Context: an optimization exercise on an open-source flow, tuned for small area, a short achievable clock period and few clock cycles per item. The choices shown serve that exercise and are no tape-out recipe.
In this exercise RTL edits were held to simulation tests only and were not proved equivalent to the original.

==> inputs of raven <==
## sq8_dequant_vector_distance_top
module sq8_dequant_vector_distance_top #(
	parameter int VALUE_WIDTH   = 32,
	parameter int FRACTION_BITS = 16
) (
	input  logic         clk,
	input  logic         arst_n,
	input  logic         s_axis_tvalid,
	output logic         s_axis_tready,
	input  logic [103:0] s_axis_tdata,
	input  logic         s_axis_tlast,    
	output logic         m_axis_tvalid,
	input  logic         m_axis_tready,
	output logic [63:0]  m_axis_tdata,    
	output logic [1:0]   m_axis_tuser,    
	input  logic         cfg_valid,
	output logic         cfg_ready,
	input  logic         cfg_index,
	input  logic [2:0]   cfg_data
);
Settings: LEC_CHECK=0, ABC_AREA=1, CAP_MARGIN=35, CORE_MARGIN=2, CORE_UTILIZATION=40, SLEW_MARGIN=25; clock period 13.0 ns.
standard.sh (not shown) runs the stock make flow with config.mk's settings and CLKGATE_MAP_FILE= SYNTH_SCRIPT=/design/flow/synth_recipe.tcl, a recipe that flattens the netlist after the stock synthesis.
==> flow/flow/run.sh <==
#!/bin/bash
set -euo pipefail
bash standard.sh SETUP_SLACK_MARGIN=8.8 finish > standard.log 2>&1
==> inputs of amber, as changes to raven <==
--- a/flow/design.v
+++ b/flow/design.v
@@ -4810,18 +4810,18 @@
 			p3_end <= 1'b0;
 		end else begin
 			p3_v   <= p2_v;
 			p3_den <= p2_den;
 			p3_end <= p2_v && p2_end;
 		end
 	end
 	always_ff @(posedge clk) begin
-		p3_s     <= mul_s;
-		p3_c     <= mul_c;
+		p3_s     <= p2_clamp ? {1'b0, ACC_MAX} : mul_s;
+		p3_c     <= p2_clamp ? 65'd0 : mul_c;
 		p3_first <= p2_first;
 		p3_k0    <= p2_k0;
 		p3_sat   <= p2_sat;
 		p3_clamp <= p2_v && p2_clamp;
 	end
 	logic [63:0] acc_a, acc_b, acc_c;
 	logic [1:0]  sf_a, sf_b, sf_c;    
 	logic        vsat;
@@ -4857,17 +4857,17 @@
 	assign add_c    = p3_c;
 	logic [64:0] acc_b65, cs_s, cs_c;
 	assign acc_b65  = {acc_base[63], acc_base};
 	assign cs_s     = acc_b65 ^ add_s ^ add_c;
 	assign cs_c     = {(acc_b65[63:0] & add_s[63:0]) | (acc_b65[63:0] & add_c[63:0]) |
 		(add_s[63:0] & add_c[63:0]), 1'b0};
 	assign acc_sum  = cs_s + cs_c;
 	assign acc_ovf  = acc_sum[64] ^ acc_sum[63];
-	assign acc_sf   = p3_clamp ? 2'b10 : {acc_ovf, acc_sum[64]};
+	assign acc_sf   = {acc_ovf, acc_sum[64]};
 	always_ff @(posedge clk or negedge arst_n) begin
 		if (!arst_n) p4_end <= 1'b0;
 		else p4_end <= p3_end;
 	end
 	always_ff @(posedge clk) begin
 		if (p3_v) begin
 			if (m_cos) begin
 				acc_a <= acc_b;
==> flow/run.sh (new file) <==
#!/bin/bash
# synth_recipe.tcl (not shown) runs the flow's synth.tcl, then flattens the netlist and writes it again
# the make line also repeats each setting of config.mk as NAME=value (left out here)
make -C /OpenROAD-flow-scripts/flow DESIGN_CONFIG=/design/flow/config.mk WORK_HOME=/design/flow/orfs CLKGATE_MAP_FILE= SYNTH_SCRIPT=/design/flow/synth_recipe.tcl finish
- CAP_MARGIN: 35 -> 50
- SLEW_MARGIN: 25 -> 70
removed: flow/flow/run.sh
removed: flow/standard.sh
==> results.sh <==
export IMPL_totalWireLength_mm=530
export IMPL_fmax_mhz=223
export IMPL_wl_met2_mm=221
export IMPL_wl_met3_mm=64.9
export IMPL_place_area_um2=112000
export IMPL_grt_pass1_wl_mm=740
export IMPL_status="complete, no violations"
export IMPL_die_area_um2=271000
export IMPL_clock_buffers=176
export IMPL_synth_seq_area_share=0.258
export IMPL_drtIter0Drc=15500
export IMPL_worstMarginPinSlew_ps=1040
export IMPL_r2r_setup_slack_ps=8510
export IMPL_coreArea_um2=265000
export IMPL_r2r_end="p3_c[27]$_DFF_P_"
export IMPL_worst_path_stages=15
# the run above: raven

==> results.sh <==
export IMPL_r2r_setup_slack_ps=7610
export IMPL_coreArea_um2=267000
export IMPL_wl_met2_mm=211
export IMPL_worstMarginPinSlew_ps=534
export IMPL_drtIter0Drc=15600
export IMPL_grt_pass1_wl_mm=715
export IMPL_status="complete, no violations"
export IMPL_die_area_um2=272000
export IMPL_r2r_start="p2_one[7]$_DFF_P_"
export IMPL_r2r_end="p3_s[41]$_SDFF_PP1_"
export IMPL_slew_violations=0
export IMPL_synth_seq_area_share=0.257
export IMPL_fmax_mhz=185
export IMPL_worst_path_stages=14
# the run above: amber

Testbench counts of raven, summed over its fixed seeds: cycles 14,371, vectors 384.
Testbench counts of amber, summed over its fixed seeds: cycles 14,371, vectors 384.

-- separate check: timing with driven ports --
The flow's constraints put no driver on any port. The routed layouts listed below were extracted and timed again, unchanged, in two steps.
Step 1 assumes that a clkbuf_16 drives the clock port and a buf_2 every other input.
Step 2 adds t to the input delays and takes it off the output delays; t is the mean of the earliest and latest rising clock arrival at the registers after step 1. Input paths then give back, and output paths get back, about the clock's delay inside the block.
Three values: ideal ports, drivers, drivers and shift; two values: the first two.
run	shift t [ns]	setup slack, ns	worst setup path at the end	worst slew at a driven data input, ns	pins driven straight from the clock port
raven	0.918	8.506 / 8.506 / 7.758	input to register	0.27	1
amber	0.938	7.609 / 7.609 / 7.249	input to register	0.08	1
After both steps setup and hold are still met in every run listed. The setup slack of raven, which loses most, moves by 0.000 ns with the drivers and by -0.748 ns with both steps.
